This is an optimization exercise on Yosys and OpenROAD, whose aim is small area, not a production implementation. Only simulation tests tie the RTL to the original design; equivalence was not proved.

--- flow/abc_area.script ---
strash
dc2
dch -f
amap
strash
dc2
dch -f
amap
topo
--- config.mk ---
export PLATFORM = sky130hd
export DESIGN_NAME = velocity_step_boost_compensator_unit
export DESIGN_NICKNAME = velocity_step_boost_compensator_unit
export VERILOG_FILES = /design/flow/design.v
export SDC_FILE = /design/flow/constraint.sdc
export NUM_CORES = 4
export LEC_CHECK = 0
export ABC_AREA = 1
export CAP_MARGIN = 20
export CORE_MARGIN = 2
export CORE_UTILIZATION = 40
export SLEW_MARGIN = 20
--- design.v ---
package vsbc_pkg;
  localparam logic [1:0] REG_SPEED_LIMIT = 2'd0;
  localparam logic [1:0] REG_OFFSET_X    = 2'd1;
  localparam logic [1:0] REG_OFFSET_Y    = 2'd2;
  localparam logic [12:0] SPEED_LIMIT_RST = 13'd1229;
  localparam logic [4:0] LEFT_SHORT = 5'd7;
  localparam logic [4:0] LEFT_LONG  = 5'd19;
  function automatic logic [19:0] add20(input logic [19:0] a, input logic [19:0] b,
                                        input logic ci);
    logic c;
    c = ci;
    for (int i = 0; i < 20; i++) begin
      add20[i] = a[i] ^ b[i] ^ c;
      c        = (a[i] & b[i]) | (c & (a[i] ^ b[i]));
    end
  endfunction
  function automatic logic neg20(input logic [19:0] a, input logic [19:0] b,
                                 input logic ci);
    logic c;
    c = ci;
    for (int i = 0; i < 19; i++) begin
      c = (a[i] & b[i]) | (c & (a[i] | b[i]));
    end
    neg20 = a[19] ^ b[19] ^ ((a[19] & b[19]) | (c & (a[19] | b[19])));
  endfunction
  function automatic logic [14:0] mag27(input logic [12:0] lim);
    logic [2:0]  r;
    logic [11:0] q;
    logic [3:0]  r10;
    logic [4:0]  t;
    logic [19:0] q3, s1;
    r = 3'd0;
    for (int i = 11; i >= 0; i--) begin
      q[i] = (r > 3'd2) || (r == 3'd2 && lim[i+1]);
      case ({r, lim[i+1]})
        4'b0000: r = 3'd0; 4'b0001: r = 3'd1; 4'b0010: r = 3'd2; 4'b0011: r = 3'd3;
        4'b0100: r = 3'd4; 4'b0101: r = 3'd0; 4'b0110: r = 3'd1; 4'b0111: r = 3'd2;
        4'b1000: r = 3'd3; 4'b1001: r = 3'd4; default: r = 3'bxxx;
      endcase
    end
    r10 = {r, lim[0]};
    case (r10)
      4'd0: t = 5'd0;  4'd1: t = 5'd2;  4'd2: t = 5'd5;  4'd3: t = 5'd8;  4'd4: t = 5'd10;
      4'd5: t = 5'd13; 4'd6: t = 5'd16; 4'd7: t = 5'd18; 4'd8: t = 5'd21; 4'd9: t = 5'd24;
      default: t = 5'bxxxxx;
    endcase
    q3 = add20({7'd0, q, 1'b0}, {8'd0, q}, 1'b0);           
    s1 = add20(q3, {15'd0, t}, 1'b0);                       
    mag27 = 15'(add20({q3[16:0], 3'b000}, s1, 1'b0));       
  endfunction
  function automatic logic ge20(input logic [19:0] a, input logic [19:0] b, input logic ci);
    logic c;
    c = ci;
    for (int i = 0; i < 20; i++) begin
      c = (a[i] & ~b[i]) | (c & (a[i] | ~b[i]));
    end
    ge20 = c;
  endfunction
  function automatic logic [13:0] level_a(input logic [12:0] lim, input logic [15:0] off);
    logic        n, big, sel, sl, sc, s, ci;
    logic [15:0] e;
    logic [19:0] c5, u;
    logic [11:0] x;
    n   = off[15];
    e   = off ^ {16{n}};
    big = (|e[14:11]) || (n && (&e[10:0]));
    c5  = add20({7'd0, e[10:0], n, n}, {9'd0, e[10:0]}, n);
    sel = big || ge20(c5, {7'd0, lim}, n);
    sl  = lim[12] && (lim[11:0] != 12'd0);
    sc  = c5[12] && ((c5[11:0] != 12'd0) || n);
    if (sel) begin
      x  = lim[11:0];
      s  = sl;
      ci = !sl;
      level_a[13] = lim == 13'd0;
    end else begin
      x  = c5[11:0];
      s  = sc;
      ci = !(sc ^ n);
      level_a[13] = !n && (e[10:0] == 11'd0);
    end
    u = add20({8'd0, x ^ {12{!s}}}, 20'd0, ci);
    level_a[12]   = s;
    level_a[11:0] = u[11:0];
  endfunction
  function automatic logic [24:0] mul(input logic [12:0] a, input logic [11:0] b);
    logic [24:0] s, c, pp, ns, nc;
    logic        cy;
    s = 25'(a & {13{b[0]}});
    c = '0;
    for (int j = 1; j < 12; j++) begin
      pp = 25'(a & {13{b[j]}}) << j;
      for (int i = 0; i < 25; i++) begin
        ns[i] = s[i] ^ c[i] ^ pp[i];
        nc[i] = (s[i] & c[i]) | (pp[i] & (s[i] ^ c[i]));
      end
      s = ns;
      c = nc << 1;
    end
    cy = 1'b0;
    for (int i = 0; i < 25; i++) begin
      mul[i] = s[i] ^ c[i] ^ cy;
      cy     = (s[i] & c[i]) | (cy & (s[i] ^ c[i]));
    end
  endfunction
  function automatic logic [14:0] level_b(input logic [12:0] lim, input logic [13:0] zsu);
    logic [24:0] p;
    p = mul(lim, zsu[11:0]);
    level_b[14]   = zsu[12];
    level_b[13:0] = zsu[13] ? {lim, 1'b0} : p[24:11];
  endfunction
endpackage
module vsbc_cfg (
  input  logic               clk_i,
  input  logic               rst_ni,
  input  logic               psel,
  input  logic               penable,
  input  logic               pwrite,
  input  logic [3:0]         paddr,
  input  logic [31:0]        pwdata,
  output logic [31:0]        prdata,
  output logic               pready,
  output logic [12:0]        limit_o,
  output logic signed [15:0] off_x_o,
  output logic signed [15:0] off_y_o,
  output logic [14:0]        mag27_o,
  output logic [14:0]        lvl_x_o,   
  output logic [14:0]        lvl_y_o
);
  localparam logic [14:0] LVL_RST = {1'b0, 14'd2458};
  logic        [12:0] limit_q;
  logic signed [15:0] offx_q, offy_q;
  logic        [14:0] mag27_q;
  logic        [14:0] lvlx_q, lvly_q, pend_q;
  logic        [15:0] wdat_q;    
  logic        [13:0] zsu_q;     
  logic        [1:0]  acc_q;     
  logic        [1:0]  wrote_q;   
  logic               wr_en, setup_wr;
  logic        [12:0] lim_a, lim_b;
  logic        [15:0] off_a;
  logic        [14:0] lvl;
  assign pready   = 1'b1;
  assign wr_en    = psel & penable & pwrite;
  assign setup_wr = psel & !penable & pwrite;
  always_ff @(posedge clk_i or negedge rst_ni) begin
    if (!rst_ni) begin
      limit_q <= vsbc_pkg::SPEED_LIMIT_RST;
      offx_q  <= '0;
      offy_q  <= '0;
    end else if (wr_en) begin
      case (paddr[3:2])
        vsbc_pkg::REG_SPEED_LIMIT: limit_q <= pwdata[12:0];
        vsbc_pkg::REG_OFFSET_X:    offx_q  <= pwdata[15:0];
        vsbc_pkg::REG_OFFSET_Y:    offy_q  <= pwdata[15:0];
        default: ;
      endcase
    end
  end
  always_comb begin
    case (paddr[3:2])
      vsbc_pkg::REG_SPEED_LIMIT: prdata = {19'd0, limit_q};
      vsbc_pkg::REG_OFFSET_X:    prdata = {{16{offx_q[15]}}, offx_q};
      vsbc_pkg::REG_OFFSET_Y:    prdata = {{16{offy_q[15]}}, offy_q};
      default:                   prdata = '0;
    endcase
  end
  always_ff @(posedge clk_i or negedge rst_ni) begin
    if (!rst_ni) begin
      acc_q   <= 2'd0;
      wrote_q <= 2'd0;
    end else begin
      acc_q   <= setup_wr ? paddr[3:2] + 2'd1 : 2'd0;
      wrote_q <= wr_en ? paddr[3:2] + 2'd1 : 2'd0;
    end
  end
  always_ff @(posedge clk_i) begin
    mag27_q <= vsbc_pkg::mag27(limit_q);
  end
  always_comb begin
    if (setup_wr && paddr[3:2] == vsbc_pkg::REG_SPEED_LIMIT) begin
      lim_a = pwdata[12:0];
    end else if (acc_q == 2'd1) begin
      lim_a = wdat_q[12:0];
    end else begin
      lim_a = limit_q;
    end
    if (acc_q == 2'd1) begin
      off_a = offx_q;
    end else if (acc_q[1]) begin
      off_a = wdat_q;
    end else begin
      off_a = offy_q;
    end
  end
  assign lim_b = (acc_q == 2'd1) ? wdat_q[12:0] : limit_q;
  assign lvl   = vsbc_pkg::level_b(lim_b, zsu_q);
  always_ff @(posedge clk_i) begin
    wdat_q <= pwdata[15:0];
    zsu_q  <= vsbc_pkg::level_a(lim_a, off_a);
    pend_q <= lvl;
  end
  always_ff @(posedge clk_i or negedge rst_ni) begin
    if (!rst_ni) begin
      lvlx_q <= LVL_RST;
      lvly_q <= LVL_RST;
    end else begin
      if (wrote_q == 2'd1 || wrote_q == 2'd2) begin
        lvlx_q <= lvl;
      end
      if (wrote_q == 2'd1) begin
        lvly_q <= pend_q;
      end else if (wrote_q == 2'd3) begin
        lvly_q <= lvl;
      end
    end
  end
  assign limit_o = limit_q;
  assign off_x_o = offx_q;
  assign off_y_o = offy_q;
  assign mag27_o = mag27_q;
  assign lvl_x_o = lvlx_q;
  assign lvl_y_o = lvly_q;
endmodule
module vsbc_axis (
  input  logic               clk_i,
  input  logic               rst_ni,
  input  logic               adv_i,
  input  logic               comp_i,
  input  logic signed [15:0] cmd_i,
  input  logic        [12:0] limit_i,
  input  logic        [15:0] nlim2_i,   
  input  logic        [19:0] lim6m_i,   
  input  logic signed [15:0] off_i,
  input  logic        [14:0] mag27_i,
  input  logic        [14:0] lvl_i,     
  output logic signed [15:0] out_o,
  output logic               boost_o
);
  logic signed [15:0] prev_q;
  logic               on_q;
  logic        [4:0]  left_q;
  logic        [19:0] diff, d5, lim4, nmag;
  logic        [16:0] sum;
  logic               big, hit, short_jump, up, same_sign, at_2lim, start, cont, pos;
  logic        [14:0] mag;
  logic        [15:0] lim2, new_level, sat_sum, next_prev;
  always_comb begin
    diff = vsbc_pkg::add20({{4{cmd_i[15]}}, cmd_i}, ~{{4{prev_q[15]}}, prev_q}, 1'b1);
    big  = (diff[16:14] != 3'b000) && (diff[16:14] != 3'b111);
    d5   = vsbc_pkg::add20({{3{diff[14]}}, diff[14:0], 2'b00}, {{5{diff[14]}}, diff[14:0]}, 1'b0);
    d5   = {{2{d5[17]}}, d5[17:0]};
    lim4 = {5'd0, limit_i, 2'b00};
    up   = !diff[16] && (diff[16:0] != 17'd0);
    hit        = big || !vsbc_pkg::neg20(d5, ~lim4, 1'b0) || vsbc_pkg::neg20(d5, lim4, 1'b0);
    short_jump = !big && vsbc_pkg::neg20(d5, ~lim6m_i, 1'b0) && !vsbc_pkg::neg20(d5, lim6m_i, 1'b0);
    lim2    = {2'b0, limit_i, 1'b0};
    at_2lim = prev_q == (prev_q[15] ? nlim2_i : lim2);
    start   = !on_q && !at_2lim && hit;
    cont    = on_q && (left_q != 5'd0);
    same_sign = ((cmd_i > 0) && (off_i > 0)) || ((cmd_i < 0) && (off_i < 0));
    mag  = same_sign ? mag27_i : {1'b0, lvl_i[13:0]};
    pos  = same_sign ? up : (up ^ lvl_i[14]);
    nmag = vsbc_pkg::add20(~{5'd0, mag}, 20'd0, 1'b1);
    if (short_jump) begin
      new_level = up ? lim2 : nlim2_i;
    end else begin
      new_level = pos ? {1'b0, mag} : nmag[15:0];
    end
    sum     = vsbc_pkg::add20({{4{cmd_i[15]}}, cmd_i},
                              comp_i ? {{4{off_i[15]}}, off_i} : 20'd0, 1'b0);
    sat_sum = (sum[16] != sum[15]) ? (sum[16] ? 16'h8000 : 16'h7fff) : sum[15:0];
    next_prev = start ? new_level : sat_sum;
  end
  always_ff @(posedge clk_i or negedge rst_ni) begin
    if (!rst_ni) begin
      prev_q <= '0;
      on_q   <= 1'b0;
    end else if (adv_i) begin
      on_q <= start || cont;
      if (!cont) begin
        prev_q <= next_prev;
      end
    end
  end
  always_ff @(posedge clk_i) begin
    if (adv_i) begin
      left_q <= start ? (short_jump ? vsbc_pkg::LEFT_SHORT : vsbc_pkg::LEFT_LONG) : left_q - 5'd1;
    end
  end
  assign out_o   = prev_q;
  assign boost_o = on_q;
endmodule
module velocity_step_boost_compensator_unit #(
  parameter int FRAC_BITS = 12
) (
  input  logic               clk_i,
  input  logic               rst_ni,
  input  logic               psel,
  input  logic               penable,
  input  logic               pwrite,
  input  logic [3:0]         paddr,
  input  logic [31:0]        pwdata,
  output logic [31:0]        prdata,
  output logic               pready,
  input  logic               in_valid_i,
  output logic               in_stall_o,
  input  logic signed [15:0] vel_x_i,
  input  logic signed [15:0] vel_y_i,
  output logic               out_valid_o,
  input  logic               out_stall_i,
  output logic signed [15:0] shaped_x_o,
  output logic signed [15:0] shaped_y_o,
  output logic               boosting_x_o,
  output logic               boosting_y_o
);
  logic        [12:0] limit;
  logic signed [15:0] off_x, off_y;
  logic        [14:0] mag27;
  logic        [14:0] lvl_x, lvl_y;
  logic        [15:0] nlim2;
  logic        [19:0] lim6, lim6m;
  logic               in_vld_q, out_vld_q;
  logic signed [15:0] vel_x_q, vel_y_q;
  logic        [2:0]  phase_q;
  logic               adv, take_in, comp;
  vsbc_cfg u_cfg (
    .clk_i   (clk_i),
    .rst_ni  (rst_ni),
    .psel    (psel),
    .penable (penable),
    .pwrite  (pwrite),
    .paddr   (paddr),
    .pwdata  (pwdata),
    .prdata  (prdata),
    .pready  (pready),
    .limit_o (limit),
    .off_x_o (off_x),
    .off_y_o (off_y),
    .mag27_o (mag27),
    .lvl_x_o (lvl_x),
    .lvl_y_o (lvl_y)
  );
  assign nlim2  = vsbc_pkg::add20(~{6'd0, limit, 1'b0}, 20'd0, 1'b1);
  assign lim6   = vsbc_pkg::add20({5'd0, limit, 2'b0}, {6'd0, limit, 1'b0}, 1'b0);
  assign lim6m  = vsbc_pkg::add20(lim6, 20'hfffff, 1'b0);
  assign adv        = in_vld_q && (!out_vld_q || !out_stall_i);
  assign in_stall_o = in_vld_q && !adv;
  assign take_in    = in_valid_i && !in_stall_o;
  assign comp = phase_q[2] && (phase_q[1] || phase_q[0]);
  always_ff @(posedge clk_i or negedge rst_ni) begin
    if (!rst_ni) begin
      in_vld_q  <= 1'b0;
      out_vld_q <= 1'b0;
      phase_q   <= '0;
    end else begin
      if (take_in) begin
        in_vld_q <= 1'b1;
      end else if (adv) begin
        in_vld_q <= 1'b0;
      end
      if (adv) begin
        out_vld_q <= 1'b1;
        phase_q   <= (phase_q[2] && phase_q[1]) ? 3'd0 : phase_q + 3'd1;
      end else if (!out_stall_i) begin
        out_vld_q <= 1'b0;
      end
    end
  end
  always_ff @(posedge clk_i) begin
    if (take_in) begin
      vel_x_q <= vel_x_i;
      vel_y_q <= vel_y_i;
    end
  end
  vsbc_axis u_axis_x (
    .clk_i   (clk_i),
    .rst_ni  (rst_ni),
    .adv_i   (adv),
    .comp_i  (comp),
    .cmd_i   (vel_x_q),
    .limit_i (limit),
    .nlim2_i (nlim2),
    .lim6m_i (lim6m),
    .off_i   (off_x),
    .mag27_i (mag27),
    .lvl_i   (lvl_x),
    .out_o   (shaped_x_o),
    .boost_o (boosting_x_o)
  );
  vsbc_axis u_axis_y (
    .clk_i   (clk_i),
    .rst_ni  (rst_ni),
    .adv_i   (adv),
    .comp_i  (comp),
    .cmd_i   (vel_y_q),
    .limit_i (limit),
    .nlim2_i (nlim2),
    .lim6m_i (lim6m),
    .off_i   (off_y),
    .mag27_i (mag27),
    .lvl_i   (lvl_y),
    .out_o   (shaped_y_o),
    .boost_o (boosting_y_o)
  );
  assign out_valid_o = out_vld_q;
endmodule
--- standard.sh ---
#!/bin/bash
# synth_recipe.tcl (not shown) runs the flow's synth.tcl, then flattens the netlist and writes it again
# the make line also repeats each setting of config.mk as NAME=value (left out here)
make -C /OpenROAD-flow-scripts/flow DESIGN_CONFIG=/design/flow/config.mk WORK_HOME=/design/flow/orfs CLKGATE_MAP_FILE= SYNTH_SCRIPT=/design/flow/synth_recipe.tcl "${@:-finish}"
--- constraint.sdc ---
create_clock -name core_clock -period 14.0 [get_ports {clk_i}]
set_input_delay 2.8000 -clock core_clock [delete_from_list [all_inputs] [get_ports {clk_i}]]
set_output_delay 2.8000 -clock core_clock [all_outputs]
set_load 0.01 [all_outputs]
--- flow/run.sh ---
#!/bin/bash
# The standard layout (standard.sh), with three changes:
#  - synthesis uses an area-oriented abc script (flow/abc_area.script) in place
#    of ORFS's abc_area.script; everything else in synthesis is ORFS's own
#    scripts, copied unchanged;
#  - the port buffers are the smallest buffer cell;
#  - clock tree synthesis uses smaller clock buffers and leaves out dummy loads.
set -o pipefail
here=$(pwd)
mkdir -p "$here/scripts"
cp -r "$FLOW_HOME/scripts/." "$here/scripts/"
cp "$here/flow/abc_area.script" "$here/scripts/abc_area.script"

SCRIPTS_DIR="$here/scripts" bash standard.sh synth 2>&1 | tee synth.log || exit 1

export BUFFER_PORTS_ARGS="-buffer_cell sky130_fd_sc_hd__buf_1"
export CTS_ARGS="-sink_clustering_enable -repair_clock_nets -dont_use_dummy_load -buf_list {sky130_fd_sc_hd__clkbuf_4 sky130_fd_sc_hd__clkbuf_8}"
bash standard.sh 2>&1 | tee standard.log
==> impl_metrics.ini, run 1 <==
[run_status]
outcome = no timing/DRC/antenna violations

[clocking]
cts_max_path_buffers = 3
post_cts_buffers = 0
ctsHtreeMaxLevel = 2
path_clk_slew_ns = 0.06
numCtsBuffers = 41
clk_latency_ns = 0.60
cts_tree = yes
numClockSinks = 220
clockRootBuffer = clkbuf_8
ctsResizeCount = 0
hold_buffers = 0

[sta]
finalClockSkew_ns = 0.0557
setup_viol = 0
drv_slew = 0
period_needed_ns = 12.49
worst_pin_slew_ns = 1.03
period_share_pct = 89.2
max_freq_mhz = 80.1
finalHoldViolCount = 0
rsz0062_at_grt = false
relSlewSlack_pct = 31.1
holdWs_ns = 0.443
finalSetupTns_ns = 0

[floorplan]
pin_count = 144
coreArea_um2 = 51300
die_area_um2 = 53700
die_h_um = 232
row_count = 83
die_width_um = 232
start_util_pct = 40.4

[detailed_routing]
post-route-drc-count = 0
routed.top_layer = met4
drt_iter0_drc = 1773
m1WireLength_um = 30400
dr_wl_met2_um = 32800
routedWlPerCell_um = 22.5
via_per_inst = 5.80
drtPass1Iterations = 6
vias = 18500
final_antenna_net_count = 0
wl_met3_um = 5630
wirelength_um = 71800

[setup_path]
critPathMaxFanout = 16
cp_slowest_stage_delay_ns = 0.56
crit_start = u_cfg.acc_q[1]$_DFF_PN0_
worst-endpoint-required_ns = 14.50
cp.arrival_ns = 12.99
path_class = flop to flop
timing.reg2reg.setup_slack_ns = 1.51
critPathLaunchType = flop
slowest_stage = o22ai_1
crit_top_cell = fa_1
critPathCaptureType = flop
r2r_start = u_cfg.acc_q[1]$_DFF_PN0_

[final_layout]
fill_cells = 5166
multiInputGateArea_um2 = 13700
layout-drive-gt1-share_pct = 4.31
area_delta_synth_final_pct = 10.3
stdcell_count = 3186
regArea_um2 = 5440
layout.nets = 2965

[logic_synthesis]
synth_top_area_share_pct = 24.2
synthSimpleGateAreaFrac_pct = 12.6
ys_top_cells_by_count = 387 x clkinv_1, 317 x nor2_1, 251 x fa_1, 179 x o22ai_1, 171 x o21ai_0
synth-seq-cells = 220
synthesis.area_um2 = 20700
yosysSeqAreaShare_pct = 26.2
synth_top_family_by_area = adder cells
synth.yosys.warnings = 3
synth_mux_area_share_pct = 0
synth_top_area_cell = fa_1
async_reset_ff_share_pct = 53.6
synth-edff-count = 42
synth_fa_ha_area_share_pct = 32.2
synth-xor-area-share_pct = 0.127
synth.most_common_cell = clkinv_1
syn-num-nets = 2772
synth_compound_area_share_pct = 21.2
syn_inst = 2314
ys_types = 53
synth.area.top_cells = fa_1 24%, dfrtp_1 12%, ha_1 8.0%, clkinv_1 7.0%, edfxtp_1 6.1%
synthFlopType = dfrtp_1
synth_area_per_cell_um2 = 8.96

[place]
dp.cells = 3143
gpl.final_weighted_congestion = 0.968
dp_hpwl_um = 58000
port_buffers = 124

[global_routing]
antenna_found_initial = 1
grt.total_usage_pct = 27.0
grt.overflow.total = 0
grt_first_pass_wirelength_um = 109000
grt_max_degree = 71
grt_pass1_vias = 18400

[hold_path]
hp-class = flop to flop
min_from = u_cfg.zsu_q[12]$_DFF_P_

[run]
cap_violations = 0
==> placed cells by master, fill, tap and decap left out, drive strengths merged, types with 52 or more instances in the layout <==
cell	Yosys	layout
a21oi	120	120
or2	52	52
fa	251	251
o21ai	171	171
clkinv	387	387
buf	17	166
o22ai	179	179
dfxtp	60	60
dfrtp	100	100
nor2	317	317
ha	132	132
nand2	148	148
==> per-stage QoR <==
stage / area (um2) / setup slack, ns / utilization [%]
final: 22900 / 1.51 / 44.6
after global routing: 22900 / 0.847 / 44.6
after floorplan: 20700 / 0.901 / -
after CTS: 22800 / 1.43 / 44.5
after detailed placement: 22300 / 1.43 / 43.4
after global placement: 22300 / 1.62 / 43.4
==> logic make-up (layout without fill, tap and decap cells) <==
| group | count (synthesis) | count (layout) |
|---|---|---|
| XOR/XNOR | 3 | 3 |
| AO/OA/AOI/OAI | 696 | 696 |
| flip-flops | 220 | 220 |
| adder cells (fa/ha/maj) | 383 | 383 |
| buffers and inverters | 404 | 595 |
| AND/OR/NAND/NOR | 607 | 607 |
| other | 1 | 2 |
==> critical path: cells and delay by family, from the launching register on <==
kind	cells	cell delay, ns
flip-flops	1	0.35
AO/OA/AOI/OAI	6	1.50
adder cells (fa/ha/maj)	23	8.82
AND/OR/NAND/NOR	3	0.23
buffers and inverters	13	1.48
==> per-layer routing <==
layer / vias up / global-route usage, %
met5: - / 0
met4: 0 / 10.9
met3: 146 / 4.17
met2: 799 / 43.1
met1: 9111 / 36.6
li1: 8432 / -
==> sequential cells by signal (all words and copies together), names as in the netlist, 16 cells and up <==
name	count
u_axis_y.prev_q	16
u_cfg.offy_q	16
vel_x_q	16
vel_y_q	16
u_cfg.wdat_q	16
u_axis_x.prev_q	16
u_cfg.offx_q	16
==> final cells by class <==
type                       instances  area share [%]
tap                              680            3.72
clock buffer                      41            2.47
inverter                         387            6.35
timing repair buffer             167            3.55
antenna                            1          0.0109
sequential                       220            23.8
multi-input combinational       1690            60.1
==> worst paths after layout <==
path,to,depth (start not counted)
hold / removal,u_cfg.pend_q[14]$_DFF_P_,0
max in group asynchronous,u_axis_x.prev_q[8]$_DFFE_PN0P_,2
min in group asynchronous,u_cfg.offx_q[14]$_DFFE_PN0P_,1
setup / recovery,u_cfg.lvly_q[12]$_DFFE_PN0P_,45
setup reg to reg,u_cfg.lvly_q[12]$_DFFE_PN0P_,45
hold reg to reg,u_cfg.pend_q[14]$_DFF_P_,0
==> run 2: changes to the inputs <==
==> flow/run.sh (replaced) <==
#!/bin/bash
# The standard layout (standard.sh), with these changes:
#  - synthesis runs yosys synth with -noabc (no early abc -fast pass, so the
#    adder extraction sees the adders as written) and uses an area-oriented
#    abc script (flow/abc_area.script) in place of ORFS's abc_area.script;
#    everything else in synthesis is ORFS's own scripts, copied unchanged;
#  - the port buffers are the smallest buffer cell;
#  - clock tree synthesis uses smaller clock buffers and leaves out dummy loads.
set -o pipefail
here=$(pwd)
mkdir -p "$here/scripts"
cp -r "$FLOW_HOME/scripts/." "$here/scripts/"
cp "$here/flow/abc_area.script" "$here/scripts/abc_area.script"

SYNTH_ARGS="-noabc" SCRIPTS_DIR="$here/scripts" bash standard.sh synth 2>&1 | tee synth.log || exit 1

export BUFFER_PORTS_ARGS="-buffer_cell sky130_fd_sc_hd__buf_1"
export CTS_ARGS="-sink_clustering_enable -repair_clock_nets -dont_use_dummy_load -buf_list {sky130_fd_sc_hd__clkbuf_2 sky130_fd_sc_hd__clkbuf_4 sky130_fd_sc_hd__clkbuf_8}"
bash standard.sh 2>&1 | tee standard.log
==> flow/abc_area.script (replaced) <==
strash
dc2
dch -f
amap
strash
dc2
dch -f
amap
strash
dc2
dch -f
amap
topo
==> impl_metrics.ini, run 2 <==
[sta]
finalClockSkew_ns = 0.0577
finalHoldViolCount = 0
rsz0062_at_grt = false
relSlewSlack_pct = 24.6
drv_slew = 0
period_share_pct = 92.2
worst_pin_slew_ns = 1.13
max_freq_mhz = 77.4
period_needed_ns = 12.91
finalSetupTns_ns = 0
setup_viol = 0

[detailed_routing]
final_antenna_net_count = 0
routedWlPerCell_um = 22.9
vias = 18300
drtPass1Iterations = 6
via_per_inst = 5.94
wirelength_um = 70500
drt_iter0_drc = 1939
post-route-drc-count = 0

[final_layout]
final_cell_mix = 337 x nor2_1, 311 x clkinv_1, 252 x fa_1, 179 x o22ai_1, 135 x ha_1
final_common_cell = nor2_1
layout-drive-gt1-share_pct = 4.66
layout.nets = 2866
n_antenna_cell = 0
fin_area_um2 = 22600
area_delta_synth_final_pct = 10.4
fin_util_pct = 44.9

[setup_path]
critPathCaptureType = flop
critPathMaxFanout = 12
r2r_cells = 38
crit_top_cell = fa_1
crit_family = adder cells
cp_num_cells = 38
cp.arrival_ns = 13.38
worst-endpoint-required_ns = 14.46
slowest_stage = fa_1
cp_slowest_stage_delay_ns = 0.54
path_class = flop to flop
critPathLaunchType = flop
path_buf_inv = 5

[global_routing]
grt.overflow.total = 0
grt.total_usage_pct = 26.7
grt_pass1_vias = 18000
antenna_found_initial = 1
grt_max_degree = 63
grt_first_pass_wirelength_um = 108000

[logic_synthesis]
synth-seq-cells = 220
synth.area.top_cells = fa_1 25%, dfrtp_1 12%, ha_1 8.3%, nor2_1 6.2%, edfxtp_1 6.2%
yosysSeqAreaShare_pct = 26.6
ys_types = 53
synthFlopType = dfrtp_1
synth-edff-count = 42
synth.yosys.warnings = 3
synth.most_common_cell = nor2_1
synth_area_per_cell_um2 = 9.27
async_reset_ff_share_pct = 53.6
syn_inst = 2205
synth_top_area_cell = fa_1
synthesis.area_um2 = 20400
syn-num-nets = 2667
ys_top_cells_by_count = 338 x nor2_1, 311 x clkinv_1, 252 x fa_1, 179 x o22ai_1, 135 x ha_1
synth_top_area_share_pct = 24.7

[clocking]
numClockSinks = 220
ctsResizeCount = 0
post_cts_buffers = 0
numCtsBuffers = 40
clockRootBuffer = clkbuf_8
path_clk_slew_ns = 0.06
ctsHtreeMaxLevel = 2
clk_latency_ns = 0.60
cts_tree = yes
hold_buffers = 0
cts_max_path_buffers = 3

[place]
port_buffers = 124
placed_cell_area_um2 = 22000
dp_hpwl_um = 56200
gpl.final_weighted_congestion = 0.956

[hold_path]
whs_path_depth = 0
hp-class = flop to flop

[floorplan]
pin_count = 144
die_h_um = 230
die_width_um = 230
coreArea_um2 = 50300
row_count = 82
die_area_um2 = 52900
start_util_pct = 40.6

[run_status]
outcome = no timing/DRC/antenna violations

[run]
cap_violations = 0
==> run 2: cell types whose count changed after synthesis, sizes merged, moves of 7 or more <==
cell | previous run | this run
clkinv | 387 | 311
o21ai | 171 | 113
or2 | 52 | 5
o21a | 50 | 85
nand2 | 148 | 123
nor2 | 317 | 338
o211ai | 2 | 16
or4 | 1 | 11
nor2b | 7 | 15
nor4 | 26 | 18
nand3 | 13 | 6
nand4 | 10 | 17
==> run 2: final timing paths <==
path / from / to / slack, ns
max: u_cfg.acc_q[1]$_DFF_PN0_ / u_cfg.lvlx_q[12]$_DFFE_PN0P_ / 1.09
min: u_cfg.zsu_q[12]$_DFF_P_ / u_cfg.pend_q[14]$_DFF_P_ / 0.36
max reg2reg: u_cfg.acc_q[1]$_DFF_PN0_ / u_cfg.lvlx_q[12]$_DFFE_PN0P_ / 1.09
min reg2reg: u_cfg.zsu_q[12]$_DFF_P_ / u_cfg.pend_q[14]$_DFF_P_ / 0.36
max in group asynchronous: rst_ni / u_cfg.offx_q[2]$_DFFE_PN0P_ / 10.28
min in group asynchronous: rst_ni / phase_q[2]$_DFFE_PN0P_ / 2.35
==> run 2: area by class of cell <==
type                    count  area (um2)
multi-input cells        1657       13700
fillers                  4917       27700
clock buffers              40         551
inverters                 311        1170
repair buffers            174         845
well taps                 672         841
flip-flops and latches    220        5440
==> run 2: worst reg2reg max path: cells and delay by family (launching register included) <==
family | cells | cell delay (ns)
adders and majority gates | 23 | 9.59
and+or+nand+nor | 3 | 0.18
AOI/OAI and AO/OA | 7 | 1.61
DFF | 1 | 0.35
buffers and inverters | 5 | 1.06
==> run 2: metrics by stage <==
stage | std cells | worst slack (ns) | hold WS [ns]
after floorplan | 2205 | 0.387 | 0.338
after global placement | 3034 | 1.14 | 0.344
after detailed placement | 3034 | 1.07 | 0.345
after CTS | 3074 | 0.997 | 0.354
after global routing | 3074 | 0.511 | 0.378
final | 3074 | 1.09 | 0.355
==> run 2: cell families (layout without fill, tap and decap cells) <==
| group | Yosys count | in the layout | synth area share, % |
|---|---|---|---|
| AOI/OAI and AO/OA | 706 | 706 | 22.5 |
| buffers and inverters | 328 | 525 | 6.34 |
| adders and majority gates | 387 | 387 | 33.0 |
| and+or+nand+nor | 562 | 562 | 11.5 |
| DFF | 220 | 220 | 26.6 |
| xor gates and xnor gates | 1 | 1 | 0.0429 |
| other | 1 | 1 | 0.0184 |
==> run 2: layer usage <==
metal	up-vias	GRT usage (%)	routed length, um
li1	8247	-	-
met1	9013	37.7	30800
met2	848	41.4	31400
met3	149	5.01	5830
met4	0	8.79	2380
met5	-	0	0
==> run 3: changes to the inputs <==
--- a/flow/run.sh
+++ b/flow/run.sh
@@ -6,5 +6,6 @@
 #    everything else in synthesis is ORFS's own scripts, copied unchanged;
 #  - the port buffers are the smallest buffer cell;
-#  - clock tree synthesis uses smaller clock buffers and leaves out dummy loads.
+#  - clock tree synthesis uses larger sink clusters, smaller clock buffers and
+#    leaves out dummy loads.
 set -o pipefail
 here=$(pwd)
@@ -16,4 +17,4 @@
 
 export BUFFER_PORTS_ARGS="-buffer_cell sky130_fd_sc_hd__buf_1"
-export CTS_ARGS="-sink_clustering_enable -repair_clock_nets -dont_use_dummy_load -buf_list {sky130_fd_sc_hd__clkbuf_2 sky130_fd_sc_hd__clkbuf_4 sky130_fd_sc_hd__clkbuf_8}"
+export CTS_ARGS="-sink_clustering_enable -repair_clock_nets -dont_use_dummy_load -sink_clustering_size 30 -sink_clustering_max_diameter 80 -buf_list {sky130_fd_sc_hd__clkbuf_4 sky130_fd_sc_hd__clkbuf_8 sky130_fd_sc_hd__clkbuf_16}"
 bash standard.sh 2>&1 | tee standard.log
==> flow/abc_area.script (replaced) <==
strash
&get -n
&deepsyn -T 150
&put
dch -f
amap
strash
dc2
dch -f
amap
strash
dc2
dch -f
amap
topo
==> impl_metrics.ini, run 3 <==
[logic_synthesis]
syn-num-nets = 2658
synthFlopType = dfrtp_1
ys_types = 53
synth.most_common_cell = nor2_1
synth_top_area_share_pct = 24.8
synth-seq-cells = 220
synth_area_per_cell_um2 = 9.25
synth.area.top_cells = fa_1 25%, dfrtp_1 12%, ha_1 8.3%, nor2_1 7.1%, clkinv_1 6.8%
synth.yosys.warnings = 3
syn_inst = 2196
async_reset_ff_share_pct = 53.6
ys_top_cells_by_count = 383 x nor2_1, 366 x clkinv_1, 252 x fa_1, 202 x o22ai_1, 135 x ha_1
synth_top_area_cell = fa_1
yosysSeqAreaShare_pct = 26.8
synth-edff-count = 42
synthesis.area_um2 = 20300

[global_routing]
grt.overflow.total = 0
grt_max_degree = 63
antenna_found_initial = 3
grt_first_pass_wirelength_um = 110000
grt.total_usage_pct = 27.6
grt_pass1_vias = 18200

[detailed_routing]
routed.top_layer = met5
post-route-drc-count = 0
drt_iter0_drc = 2000
via_per_inst = 5.98
wl_met3_um = 6200
final_antenna_net_count = 0
drtPass1Iterations = 6
routedWlPerCell_um = 24.0
vias = 18200
m1WireLength_um = 30100
dr_wl_met2_um = 33400
wirelength_um = 72800

[hold_path]
hp-class = flop to flop
whs_path_depth = 2
hold_end = u_cfg.lvly_q[8]$_DFFE_PN1P_
min_from = u_cfg.pend_q[8]$_DFF_P_

[clocking]
path_clk_slew_ns = 0.11
cts_tree = yes
clk_latency_ns = 0.56
ctsHtreeMaxLevel = 1
post_cts_buffers = 0
hold_buffers = 0
clockRootBuffer = clkbuf_16
numCtsBuffers = 17
numClockSinks = 220
cts_max_path_buffers = 3

[sta]
rsz0062_at_grt = false
setup_viol = 0
worst_pin_slew_ns = 1.17
fin_ws_ns = 0.597
finalSetupTns_ns = 0
drv_slew = 0
period_share_pct = 95.7
max_freq_mhz = 74.6
finalHoldViolCount = 0
finalClockSkew_ns = 0.0933
relSlewSlack_pct = 22.1
period_needed_ns = 13.40

[setup_path]
timing.reg2reg.setup_slack_ns = 0.60
r2r_start = u_cfg.acc_q[1]$_DFF_PN0_
worst-endpoint-required_ns = 14.41
path_class = flop to flop
cp_slowest_stage_delay_ns = 0.55
reg2reg_to = u_cfg.lvly_q[13]$_DFFE_PN0P_
critPathLaunchType = flop
crit_top_cell = fa_1
slowest_stage = fa_1
cp.arrival_ns = 13.81
critPathCaptureType = flop
critPathMaxFanout = 12
r2r_cells = 37

[place]
gpl.final_weighted_congestion = 0.982
port_buffers = 124
dp_hpwl_um = 59300
dp_slack_ns = 0.415
dp.cells = 3020
placed_cell_area_um2 = 21800

[floorplan]
die_width_um = 229
die_area_um2 = 52600
start_util_pct = 40.5
coreArea_um2 = 50200
die_h_um = 229
pin_count = 144
row_count = 82

[final_layout]
fin_area_um2 = 22300
final_cell_mix = 383 x nor2_1, 365 x clkinv_1, 252 x fa_1, 201 x o22ai_1, 135 x ha_1
final_common_cell = nor2_1
stdcell_count = 3037
area_delta_synth_final_pct = 9.70
layout.nets = 2829
layout-drive-gt1-share_pct = 3.59
n_antenna_cell = 0
fin_util_pct = 44.4

[run_status]
outcome = no timing/DRC/antenna violations

[run]
cap_violations = 0
[run 3: cell count changes in the layout (fill, tap and decap cells not counted), moves of 10 or more]
| cell | before | now |
|---|---|---|
| o22ai_1 | 179 | 201 |
| a21oi_1 | 120 | 86 |
| nor3_1 | 17 | 35 |
| a22oi_1 | 37 | 14 |
| clkinv_1 | 311 | 365 |
| o21a_1 | 85 | 29 |
| nand2_1 | 123 | 88 |
| o221ai_1 | 20 | 48 |
| o21ai_0 | 113 | 86 |
| or4_1 | 11 | 1 |
| clkbuf_8 | 40 | 0 |
| o211ai_1 | 16 | 3 |
| clkbuf_16 | 0 | 17 |
| nor2_1 | 337 | 383 |
[run 3: how the worst max path moves through the flow]
stage | startpoint | cells after the start | slack (ns) | to
after floorplan | u_cfg.acc_q[1]$_DFF_PN0_ | 32 | 1.02 | u_cfg.lvly_q[12]$_DFFE_PN0P_
after global placement | u_cfg.acc_q[1]$_DFF_PN0_ | 34 | 0.54 | u_cfg.lvly_q[12]$_DFFE_PN0P_
after detailed placement | u_cfg.acc_q[1]$_DFF_PN0_ | 34 | 0.41 | u_cfg.lvly_q[12]$_DFFE_PN0P_
after global routing | u_cfg.acc_q[1]$_DFF_PN0_ | 38 | 0.04 | u_cfg.lvly_q[12]$_DFFE_PN0P_
after CTS | u_cfg.acc_q[1]$_DFF_PN0_ | 34 | 0.43 | u_cfg.lvly_q[12]$_DFFE_PN0P_
final | u_cfg.acc_q[1]$_DFF_PN0_ | 37 | 0.60 | u_cfg.lvly_q[13]$_DFFE_PN0P_
[run 3: area by class of cell]
cell class | instances | area [um2]
sequential | 220 | 5440
multi-input combinational | 1593 | 13400
timing repair buffer | 169 | 807
tap | 672 | 841
inverter | 366 | 1380
clock buffer | 17 | 425
fill | 4994 | 27900
[run 3: kinds of logic after synthesis]
kind of cell             count (synthesis)  synth area share, %
AO/OA/AOI/OAI                          618                 20.6
XOR/XNOR                                 1               0.0431
adder cells (fa/ha/maj)                387                 33.2
buffers and inverters                  383                 7.39
flip-flops                             220                 26.8
other                                    1               0.0185
AND/OR/NAND/NOR                        586                 12.0
[run 3: critical path: cells and delay by family, from the launching register on]
family | cells | cell delay (ns)
AOI/OAI and AO/OA | 4 | 0.94
adders and majority gates | 23 | 9.90
buffers and inverters | 6 | 1.37
DFF | 1 | 0.53
and+or+nand+nor | 4 | 0.54
[run 3: timing repair]
action / 4_1_cts / 5_1_grt
gates resized for setup: 0 / 2
setup endpoints to repair: 0 / 2
hold endpoints to repair: 0 / 0
[run 3: per-layer routing]
metal / vias to the layer above / track usage, %
li1: 8091 / -
met1: 9002 / 37.2
met2: 893 / 44.5
met3: 170 / 4.62
met4: 6 / 10.6
met5: - / 0
[run 3: per-stage QoR]
step / hold WS (ns)
finish: 0.394
global placement: 0.385
floorplan: 0.338
detailed placement: 0.387
global route: 0.410
CTS: 0.401
==> run 4: changes to the inputs <==
--- a/design.v
+++ b/design.v
@@ -241,5 +241,7 @@
   logic               on_q;
   logic        [4:0]  left_q;
-  logic        [19:0] diff, d5, lim4, nmag;
+  logic        [19:0] diff, f4, lim4, nmag;
+  logic        [13:0] e;
+  logic               n;
   logic        [16:0] sum;
   logic               big, hit, short_jump, up, same_sign, at_2lim, start, cont, pos;
@@ -248,11 +250,12 @@
   always_comb begin
     diff = vsbc_pkg::add20({{4{cmd_i[15]}}, cmd_i}, ~{{4{prev_q[15]}}, prev_q}, 1'b1);
+    n    = diff[16];
     big  = (diff[16:14] != 3'b000) && (diff[16:14] != 3'b111);
-    d5   = vsbc_pkg::add20({{3{diff[14]}}, diff[14:0], 2'b00}, {{5{diff[14]}}, diff[14:0]}, 1'b0);
-    d5   = {{2{d5[17]}}, d5[17:0]};
+    e    = diff[13:0] ^ {14{n}};
+    f4   = vsbc_pkg::add20({4'd0, e, n, n}, {6'd0, e}, n);
     lim4 = {5'd0, limit_i, 2'b00};
-    up   = !diff[16] && (diff[16:0] != 17'd0);
-    hit        = big || !vsbc_pkg::neg20(d5, ~lim4, 1'b0) || vsbc_pkg::neg20(d5, lim4, 1'b0);
-    short_jump = !big && vsbc_pkg::neg20(d5, ~lim6m_i, 1'b0) && !vsbc_pkg::neg20(d5, lim6m_i, 1'b0);
+    up   = !n && (diff[16:0] != 17'd0);
+    hit        = big || !vsbc_pkg::neg20(f4, ~lim4, n);
+    short_jump = !big && vsbc_pkg::neg20(f4, ~lim6m_i, n);
     lim2    = {2'b0, limit_i, 1'b0};
     at_2lim = prev_q == (prev_q[15] ? nlim2_i : lim2);
@@ -320,5 +323,5 @@
   logic        [14:0] lvl_x, lvl_y;
   logic        [15:0] nlim2;
-  logic        [19:0] lim6, lim6m;
+  logic        [19:0] lim6m;
   logic               in_vld_q, out_vld_q;
   logic signed [15:0] vel_x_q, vel_y_q;
@@ -343,6 +346,5 @@
   );
   assign nlim2  = vsbc_pkg::add20(~{6'd0, limit, 1'b0}, 20'd0, 1'b1);
-  assign lim6   = vsbc_pkg::add20({5'd0, limit, 2'b0}, {6'd0, limit, 1'b0}, 1'b0);
-  assign lim6m  = vsbc_pkg::add20(lim6, 20'hfffff, 1'b0);
+  assign lim6m  = vsbc_pkg::add20({4'd0, limit, 3'b0}, ~{6'd0, limit, 1'b0}, 1'b0);
   assign adv        = in_vld_q && (!out_vld_q || !out_stall_i);
   assign in_stall_o = in_vld_q && !adv;
==> flow/run.sh (replaced) <==
#!/bin/bash
# The standard layout (standard.sh), with these changes:
#  - synthesis runs yosys synth with -noabc (no early abc -fast pass), maps
#    no full/half adder cells (ADDER_MAP_FILE empty, so abc maps the adders
#    with the rest of the logic) and uses an area-oriented abc script
#    (flow/abc_area.script) in place of ORFS's abc_area.script; everything
#    else in synthesis is ORFS's own scripts, copied unchanged;
#  - the port buffers are the smallest buffer cell;
#  - clock tree synthesis uses larger sink clusters, no clock buffers above
#    clkbuf_16 or below clkbuf_8, and
#    leaves out dummy loads.
set -o pipefail
here=$(pwd)
mkdir -p "$here/scripts"
cp -r "$FLOW_HOME/scripts/." "$here/scripts/"
cp "$here/flow/abc_area.script" "$here/scripts/abc_area.script"

ADDER_MAP_FILE= SYNTH_ARGS="-noabc" SCRIPTS_DIR="$here/scripts" bash standard.sh synth 2>&1 | tee synth.log || exit 1

export BUFFER_PORTS_ARGS="-buffer_cell sky130_fd_sc_hd__buf_1"
export CTS_ARGS="-sink_clustering_enable -repair_clock_nets -dont_use_dummy_load -sink_clustering_size 20 -sink_clustering_max_diameter 60 -buf_list {sky130_fd_sc_hd__clkbuf_8 sky130_fd_sc_hd__clkbuf_16}"
bash standard.sh 2>&1 | tee standard.log
==> impl_metrics.ini, run 4 <==
[final_layout]
layout.nets = 3338
final_common_cell = nor2_1
n_antenna_cell = 0
stdcell_count = 3876
final_cell_mix = 668 x nor2_1, 494 x o21ai_0, 426 x a21oi_1, 407 x nand2_1, 273 x clkinv_1
layout-drive-gt1-share_pct = 2.79
fin_area_um2 = 21400
area_delta_synth_final_pct = 10.6

[logic_synthesis]
synth.yosys.warnings = 3
synth_top_area_cell = nor2_1
syn_inst = 3089
synthSimpleGateAreaFrac_pct = 25.6
synth_fa_ha_area_share_pct = 0
synth-xor-area-share_pct = 0
synth_mux_area_share_pct = 0
synth_top_area_share_pct = 13.0
yosysSeqAreaShare_pct = 28.1
synth.area.top_cells = nor2_1 13%, dfrtp_1 13%, o21ai_0 13%, a21oi_1 11%, nand2_1 7.9%
synth.most_common_cell = nor2_1
synth-edff-count = 42
syn-num-nets = 3164
ys_top_cells_by_count = 669 x nor2_1, 497 x o21ai_0, 427 x a21oi_1, 407 x nand2_1, 274 x clkinv_1
synthesis.area_um2 = 19300
synthFlopType = dfrtp_1
ys_types = 52
synth_top_family_by_area = compound AO/OA/AOI/OAI gates
async_reset_ff_share_pct = 53.6
synth_area_per_cell_um2 = 6.26
synth-seq-cells = 220
synth_compound_area_share_pct = 40.2

[detailed_routing]
post-route-drc-count = 0
vias = 22400
drt_iter0_drc = 1663
wirelength_um = 73400
drtPass1Iterations = 7
final_antenna_net_count = 0
routedWlPerCell_um = 18.9
via_per_inst = 5.78

[setup_path]
cp.arrival_ns = 12.54
path_class = flop to flop
critPathLaunchType = flop
critPathMaxFanout = 13
timing.reg2reg.setup_slack_ns = 1.87
worst-endpoint-required_ns = 14.41
critPathCaptureType = flop
slowest_stage = dfrtp_2
crit_top_cell = nor2_1
cp_slowest_stage_delay_ns = 0.62

[run]
cap_violations = 0

[run_status]
outcome = no timing/DRC/antenna violations

[sta]
finalHoldViolCount = 0
setup_viol = 0
relSlewSlack_pct = 26.6
drv_slew = 0
rsz0062_at_grt = false
max_freq_mhz = 82.5
finalClockSkew_ns = 0.0768
period_share_pct = 86.6
finalSetupTns_ns = 0
worst_pin_slew_ns = 1.10
period_needed_ns = 12.13

[clocking]
numClockSinks = 220
hold_buffers = 0
clockRootBuffer = clkbuf_16
post_cts_buffers = 0
cts_max_path_buffers = 3
path_clk_slew_ns = 0.08
clk_latency_ns = 0.57
numCtsBuffers = 24
ctsHtreeMaxLevel = 1
cts_tree = yes

[global_routing]
grt_first_pass_wirelength_um = 112000
antenna_found_initial = 0
grt.total_usage_pct = 28.8
grt_max_degree = 75
grt.overflow.total = 0
grt_pass1_vias = 20100

[place]
placed_cell_area_um2 = 20800
dp.cells = 3852
port_buffers = 124
dp_hpwl_um = 57700
gpl.final_weighted_congestion = 0.979

[floorplan]
pin_count = 144
start_util_pct = 40.5
die_width_um = 224
row_count = 80
coreArea_um2 = 47700
die_area_um2 = 50100
die_h_um = 224

[hold_path]
hp-class = flop to flop
==> run 4: changes by cell type after synthesis, moves of 17 or more <==
cell,before,now
o21a_1,29,80
o21ai_0,86,497
fa_1,252,0
a21o_1,1,25
o221ai_1,48,10
ha_1,135,0
nor2_1,383,669
o22ai_1,202,135
a21oi_1,86,427
clkinv_1,366,274
a222oi_1,9,27
a22oi_1,14,31
nand2_1,88,407
==> run 4: cell type report <==
| cell class | instances | area, um2 |
|---|---|---|
| Multi-Input combinational cell | 2578 | 12800 |
| Inverter | 274 | 1030 |
| Timing Repair Buffer | 165 | 781 |
| Sequential cell | 220 | 5440 |
| Tap cell | 615 | 769 |
| Clock buffer | 24 | 601 |
| Fill cell | 5043 | 26400 |
==> run 4: worst paths after layout <==
kind                                                    start                              to  cells past startpoint
worst max-delay path            u_cfg.limit_q[11]$_DFFE_PN0P_       u_cfg.mag27_q[13]$_DFF_P_                     71
worst min-delay path                  u_cfg.zsu_q[12]$_DFF_P_        u_cfg.pend_q[14]$_DFF_P_                      0
worst max register to register  u_cfg.limit_q[11]$_DFFE_PN0P_       u_cfg.mag27_q[13]$_DFF_P_                     71
worst min register to register        u_cfg.zsu_q[12]$_DFF_P_        u_cfg.pend_q[14]$_DFF_P_                      0
max in group asynchronous                              rst_ni  u_axis_x.prev_q[6]$_DFFE_PN0P_                      2
min in group asynchronous                              rst_ni     u_cfg.offy_q[8]$_DFFE_PN0P_                      1
==> run 4: repair_timing <==
| action | CTS | global route |
|---|---|---|
| endpoints found under the hold margin | 0 | 0 |
| endpoints found under the setup margin | 0 | 4 |
| gates resized for setup | 0 | 3 |
==> run 4: logic make-up after synthesis <==
| family | Yosys count |
|---|---|
| compound gates | 1347 |
| other cells | 1 |
| flops | 220 |
| buf+inv | 291 |
| simple gates | 1230 |
==> run 4: metrics by stage <==
| stage | util, % | worst slack, ns | hold WS, ns |
|---|---|---|---|
| 2_1_floorplan | - | 3.72 | 0.350 |
| 3_3_place_gp | 43.5 | 1.84 | 0.400 |
| 3_5_place_dp | 43.5 | 1.63 | 0.408 |
| 4_1_cts | 44.8 | 1.51 | 0.386 |
| 5_1_grt | 44.8 | 0.214 | 0.392 |
| 6_report | 44.8 | 1.87 | 0.373 |
==> run 4: routing by layer <==
layer  up-vias  wire, um  global-route usage, %
met5         -         0                      0
met4         0      3900                   13.1
met3       154      4100                   2.43
met2       745     34700                   49.8
met1     10100     30800                   36.4
li1      11500         -                      -
==> run 4: critical path: cells and delay by family, from the launching register on <==
family	cells	cell delay, ns
compound gates	33	6.35
simple gates	33	3.71
buf+inv	5	1.22
flops	1	0.62
==> run 5: changes to the inputs <==
--- a/design.v
+++ b/design.v
@@ -133,5 +133,5 @@
   logic        [14:0] mag27_q;
   logic        [14:0] lvlx_q, lvly_q, pend_q;
-  logic        [15:0] wdat_q;    
+  logic        [12:0] wlim_q;    
   logic        [13:0] zsu_q;     
   logic        [1:0]  acc_q;     
@@ -179,8 +179,6 @@
   end
   always_comb begin
-    if (setup_wr && paddr[3:2] == vsbc_pkg::REG_SPEED_LIMIT) begin
+    if (psel && pwrite && paddr[3:2] == vsbc_pkg::REG_SPEED_LIMIT) begin
       lim_a = pwdata[12:0];
-    end else if (acc_q == 2'd1) begin
-      lim_a = wdat_q[12:0];
     end else begin
       lim_a = limit_q;
@@ -189,13 +187,13 @@
       off_a = offx_q;
     end else if (acc_q[1]) begin
-      off_a = wdat_q;
+      off_a = pwdata[15:0];
     end else begin
       off_a = offy_q;
     end
   end
-  assign lim_b = (acc_q == 2'd1) ? wdat_q[12:0] : limit_q;
+  assign lim_b = (acc_q == 2'd1) ? wlim_q : limit_q;
   assign lvl   = vsbc_pkg::level_b(lim_b, zsu_q);
   always_ff @(posedge clk_i) begin
-    wdat_q <= pwdata[15:0];
+    wlim_q <= pwdata[12:0];
     zsu_q  <= vsbc_pkg::level_a(lim_a, off_a);
     pend_q <= lvl;
==> impl_metrics.ini, run 5 <==
[run_status]
outcome = no timing/DRC/antenna violations

[clocking]
post_cts_buffers = 0
ctsResizeCount = 0
numCtsBuffers = 25
cts_tree = yes
ctsHtreeMaxLevel = 1
hold_buffers = 0
numClockSinks = 217
path_clk_slew_ns = 0.07
clk_latency_ns = 0.55
clockRootBuffer = clkbuf_16
cts_max_path_buffers = 3

[logic_synthesis]
syn_inst = 3053
ys_top_cells_by_count = 576 x nor2_1, 546 x o21ai_0, 423 x nand2_1, 318 x clkinv_1, 302 x a21oi_1
synth_compound_area_share_pct = 42.1
synthFlopType = dfrtp_1
synth.area.top_cells = o21ai_0 14%, dfrtp_1 13%, nor2_1 11%, nand2_1 8.2%, a21oi_1 7.8%
synth-edff-count = 42
synth.yosys.warnings = 3
synth_fa_ha_area_share_pct = 0
synth-seq-cells = 217
synth.most_common_cell = nor2_1
synthSimpleGateAreaFrac_pct = 23.1
ys_types = 45
synth_area_per_cell_um2 = 6.32
synthesis.area_um2 = 19300
async_reset_ff_share_pct = 54.4
yosysSeqAreaShare_pct = 27.9
synth_mux_area_share_pct = 0
synth-xor-area-share_pct = 0.0454
synth_top_family_by_area = compound AO/OA/AOI/OAI gates
synth_top_area_cell = o21ai_0
synth_top_area_share_pct = 14.2
syn-num-nets = 3128

[setup_path]
crit_family = compound AO/OA/AOI/OAI gates
worst-endpoint-required_ns = 14.40
slowest_stage = nor2_1
critPathLaunchType = flop
path_buf_inv = 2
critPathCaptureType = flop
crit_top_cell = nor2_1
cp_slowest_stage_delay_ns = 0.93
path_class = flop to flop
cp.arrival_ns = 12.50
critPathMaxFanout = 17

[sta]
period_share_pct = 86.5
rsz0062_at_grt = false
max_freq_mhz = 82.6
finalSetupTns_ns = 0
relSlewSlack_pct = 33.3
setup_viol = 0
period_needed_ns = 12.11
holdWs_ns = 0.446
drv_slew = 0
worst_pin_slew_ns = 0.975
finalHoldViolCount = 0
finalClockSkew_ns = 0.0427

[floorplan]
coreArea_um2 = 47600
die_width_um = 224
pin_count = 144
die_area_um2 = 50000
die_h_um = 224
row_count = 80
start_util_pct = 40.5

[place]
port_buffers = 124
dp.cells = 3809
dp_hpwl_um = 57100
placed_cell_area_um2 = 20700
gpl.final_weighted_congestion = 0.977

[final_layout]
layout-drive-gt1-share_pct = 2.58
regArea_um2 = 5380
fill_cells = 5058
layout.nets = 3297
multiInputGateArea_um2 = 12600
stdcell_count = 3835
n_antenna_cell = 0
final_cell_mix = 576 x nor2_1, 542 x o21ai_0, 423 x nand2_1, 318 x clkinv_1, 302 x a21oi_1
area_delta_synth_final_pct = 10.7
final_common_cell = nor2_1
fin_area_um2 = 21300

[detailed_routing]
post-route-drc-count = 0
via_per_inst = 5.84
drtPass1Iterations = 6
vias = 22400
drt_iter0_drc = 2057
wirelength_um = 72100
routedWlPerCell_um = 18.8
final_antenna_net_count = 0

[hold_path]
hp-class = flop to flop

[global_routing]
grt.total_usage_pct = 28.2
grt_first_pass_wirelength_um = 111000
grt.overflow.total = 0
grt_max_degree = 47
antenna_found_initial = 0
grt_pass1_vias = 19900

[run]
cap_violations = 0
## run 5: changes by cell type in the layout (fill, tap and decap cells not counted), sizes merged, moves of 27 or more
cell    previous run  this run
a21oi            427       302
a22oi             31       103
clkinv           273       318
nor2             669       576
o21a              80       107
o21ai            497       546
o22ai            135       186
## run 5: per-stage QoR
| step | utilization [%] | worst slack [ns] |
|---|---|---|
| 2_1_floorplan | - | 3.22 |
| 3_3_place_gp | 43.4 | 2.51 |
| 3_5_place_dp | 43.4 | 2.22 |
| 4_1_cts | 44.7 | 2.18 |
| 5_1_grt | 44.8 | 0.257 |
| 6_report | 44.8 | 1.89 |
## run 5: metal layers
metal,wire [um],vias up,global-route usage [%]
met5,0,-,0
met4,2610,0,10.2
met3,4740,131,4.07
met2,32000,746,45.7
met1,32700,10200,38.4
li1,-,11400,-
## run 5: area by class of cell
cell class / count / area share (%)
inverter: 318 / 5.59
timing repair buffer: 159 / 3.52
tap: 615 / 3.61
multi-input combinational: 2501 / 59.1
clock buffer: 25 / 2.93
sequential: 217 / 25.2
## run 5: logic make-up after synthesis
group	after synthesis
and+or+nand+nor	1116
AOI/OAI and AO/OA	1383
buffers and inverters	335
other	1
xor gates and xnor gates	1
DFF	217
## run 5: tightest hold or removal path: cells and delay by family, from the launching register on
family | cells | cell delay, ns
simple gates | 2 | 0.15
flops | 1 | 0.30
## run 5: worst paths after layout
kind / from / to / slack (ns) / cells past startpoint
worst max register to register: u_cfg.acc_q[0]$_DFF_PN0_ / u_cfg.lvly_q[13]$_DFFE_PN0P_ / 1.89 / 59
min in group asynchronous: rst_ni / u_axis_y.prev_q[8]$_DFFE_PN0P_ / 2.30 / 1
worst min register to register: u_cfg.pend_q[11]$_DFF_P_ / u_cfg.lvly_q[11]$_DFFE_PN1P_ / 0.45 / 2
max in group asynchronous: rst_ni / u_axis_x.prev_q[0]$_DFFE_PN0P_ / 10.09 / 3
worst max-delay path: u_cfg.acc_q[0]$_DFF_PN0_ / u_cfg.lvly_q[13]$_DFFE_PN0P_ / 1.89 / 59
worst min-delay path: u_cfg.pend_q[11]$_DFF_P_ / u_cfg.lvly_q[11]$_DFFE_PN1P_ / 0.45 / 2
==> run 6: changes to the inputs <==
--- a/design.v
+++ b/design.v
@@ -133,5 +133,4 @@
   logic        [14:0] mag27_q;
   logic        [14:0] lvlx_q, lvly_q, pend_q;
-  logic        [12:0] wlim_q;    
   logic        [13:0] zsu_q;     
   logic        [1:0]  acc_q;     
@@ -192,8 +191,7 @@
     end
   end
-  assign lim_b = (acc_q == 2'd1) ? wlim_q : limit_q;
+  assign lim_b = (acc_q == 2'd1) ? pwdata[12:0] : limit_q;
   assign lvl   = vsbc_pkg::level_b(lim_b, zsu_q);
   always_ff @(posedge clk_i) begin
-    wlim_q <= pwdata[12:0];
     zsu_q  <= vsbc_pkg::level_a(lim_a, off_a);
     pend_q <= lvl;
==> impl_metrics.ini, run 6 <==
[run_status]
outcome = no timing/DRC/antenna violations

[global_routing]
grt_pass1_vias = 19700
grt_first_pass_wirelength_um = 109000
grt.total_usage_pct = 27.5
grt.overflow.total = 0
grt_max_degree = 64
antenna_found_initial = 0

[final_layout]
stdcell_count = 3843
layout.nets = 3305
area_delta_synth_final_pct = 10.7
layout-drive-gt1-share_pct = 2.70
fill_cells = 5050
final_common_cell = nor2_1
n_antenna_cell = 0
final_cell_mix = 602 x nor2_1, 537 x o21ai_0, 441 x nand2_1, 313 x clkinv_1, 266 x a21oi_1

[detailed_routing]
vias = 22400
wirelength_um = 69800
drt_iter0_drc = 2074
via_per_inst = 5.84
routedWlPerCell_um = 18.2
post-route-drc-count = 0
drtPass1Iterations = 5
final_antenna_net_count = 0

[setup_path]
worst-endpoint-required_ns = 14.35
critPathCaptureType = flop
crit_top_cell = nor2_1
crit_start = u_cfg.limit_q[10]$_DFFE_PN1P_
cp_slowest_stage_delay_ns = 0.79
path_class = flop to flop
slowest_stage = a2111oi_0
cp.arrival_ns = 12.42
critPathLaunchType = flop
r2r_start = u_cfg.limit_q[10]$_DFFE_PN1P_
critPathMaxFanout = 11

[sta]
relSlewSlack_pct = 27.9
finalHoldViolCount = 0
finalClockSkew_ns = 0.0638
drv_slew = 0
setup_viol = 0
finalSetupTns_ns = 0
worst_pin_slew_ns = 1.07
max_freq_mhz = 82.8
period_needed_ns = 12.07
rsz0062_at_grt = false
period_share_pct = 86.2

[logic_synthesis]
synth-seq-cells = 204
ys_types = 48
synth_area_per_cell_um2 = 6.25
synth-edff-count = 42
synthesis.area_um2 = 19100
synth.area.top_cells = o21ai_0 14%, dfrtp_1 13%, nor2_1 12%, nand2_1 8.7%, a21oi_1 7.0%
synth.most_common_cell = nor2_1
synthFlopType = dfrtp_1
async_reset_ff_share_pct = 57.8
yosysSeqAreaShare_pct = 26.8
syn-num-nets = 3132
synth.yosys.warnings = 3
ys_top_cells_by_count = 603 x nor2_1, 543 x o21ai_0, 441 x nand2_1, 313 x clkinv_1, 266 x a21oi_1
synth_top_area_cell = o21ai_0
syn_inst = 3057
synth_top_area_share_pct = 14.2

[clocking]
cts_max_path_buffers = 3
numClockSinks = 204
ctsHtreeMaxLevel = 1
ctsResizeCount = 0
cts_tree = yes
post_cts_buffers = 0
clk_latency_ns = 0.56
path_clk_slew_ns = 0.08
numCtsBuffers = 22
hold_buffers = 0
clockRootBuffer = clkbuf_16

[hold_path]
hp-class = flop to flop
min_from = u_cfg.pend_q[11]$_DFF_P_

[place]
dp_hpwl_um = 55400
dp.cells = 3818
port_buffers = 124
gpl.final_weighted_congestion = 0.993

[floorplan]
die_h_um = 223
die_area_um2 = 49600
start_util_pct = 40.3
pin_count = 144
die_width_um = 223
coreArea_um2 = 47400
row_count = 80

[run]
cap_violations = 0
## run 6: worst paths after layout
check,slack [ns],depth (start not counted),to
min reg2reg,0.44,2,u_cfg.lvly_q[11]$_DFFE_PN1P_
max reg2reg,1.93,59,u_cfg.mag27_q[14]$_DFF_P_
max,1.93,59,u_cfg.mag27_q[14]$_DFF_P_
max in group asynchronous,10.16,2,u_cfg.lvly_q[12]$_DFFE_PN0P_
min in group asynchronous,2.37,1,u_cfg.offy_q[13]$_DFFE_PN0P_
min,0.44,2,u_cfg.lvly_q[11]$_DFFE_PN1P_
## run 6: layout make-up
cell class	count	area [um2]	share of cell area (%)
Multi-Input combinational cell	2523	12700	60.1
Sequential cell	204	5120	24.2
Inverter	313	1170	5.55
Timing Repair Buffer	166	825	3.90
Tap cell	615	769	3.64
Clock buffer	22	551	2.60
## run 6: logic make-up after synthesis
| logic type | share of synthesized area, % |
|---|---|
| other | 0.0196 |
| buffers and inverters | 6.81 |
| AOI/OAI and AO/OA | 41.9 |
| DFF | 26.8 |
| xor gates and xnor gates | 0.0458 |
| and+or+nand+nor | 24.4 |
## run 6: layer usage
metal | up-vias | track usage, % | wire, um
met5 | - | 0 | 0
met4 | 0 | 9.79 | 2610
met3 | 113 | 3.72 | 5010
met2 | 763 | 43.8 | 30600
met1 | 10200 | 38.0 | 31600
li1 | 11400 | - | -
## run 6: through the flow
stage	hold slack (ns)	setup slack (ns)	util, %	instance area, um2
6_report	0.436	1.93	44.6	21200
5_1_grt	0.467	0.680	44.6	21200
4_1_cts	0.432	2.29	44.5	21100
3_5_place_dp	0.426	2.41	43.3	20500
3_3_place_gp	0.423	2.63	43.3	20500
2_1_floorplan	0.350	3.17	-	19100
## run 6: worst max-delay path, delay by kind of cell, from the launching register on
family,cells,cell delay (ns)
buffers and inverters,9,1.80
AOI/OAI and AO/OA,24,6.12
DFF,1,0.70
and+or+nand+nor,26,3.22

## port drivers added, routing unchanged
The flow's constraints put no driver on any port. The routed layouts listed below were extracted and timed again, unchanged, in two steps. Step 1, drivers: a clkbuf_16 drives clk_i and a buf_2 each remaining input, both assumed. Step 2 also shifts input and output timing later by t, the mid clock arrival at the registers, as if the neighbouring blocks saw the same clock. Slacks: no drivers / after step 1 / after step 2; pairs: no drivers / after step 1.
| run | t (ns) | setup slack, ns | latest minus earliest clock arrival (ns) | pins driven straight from the clock port |
|---|---|---|---|---|
| run 1 | 0.627 | 1.513 / 1.513 / 1.513 | 0.056 / 0.057 | 1 |
| run 2 | 0.628 | 1.088 / 1.088 / 1.088 | 0.059 / 0.058 | 1 |
| run 3 | 0.565 | 0.597 / 0.597 / 0.597 | 0.093 / 0.094 | 1 |
| run 4 | 0.593 | 1.874 / 1.874 / 1.874 | 0.077 / 0.076 | 1 |
| run 5 | 0.585 | 1.893 / 1.893 / 1.893 | 0.043 / 0.043 | 1 |
| run 6 | 0.584 | 1.926 / 1.926 / 1.926 | 0.065 / 0.064 | 1 |
After both steps every run listed still meets setup and hold.
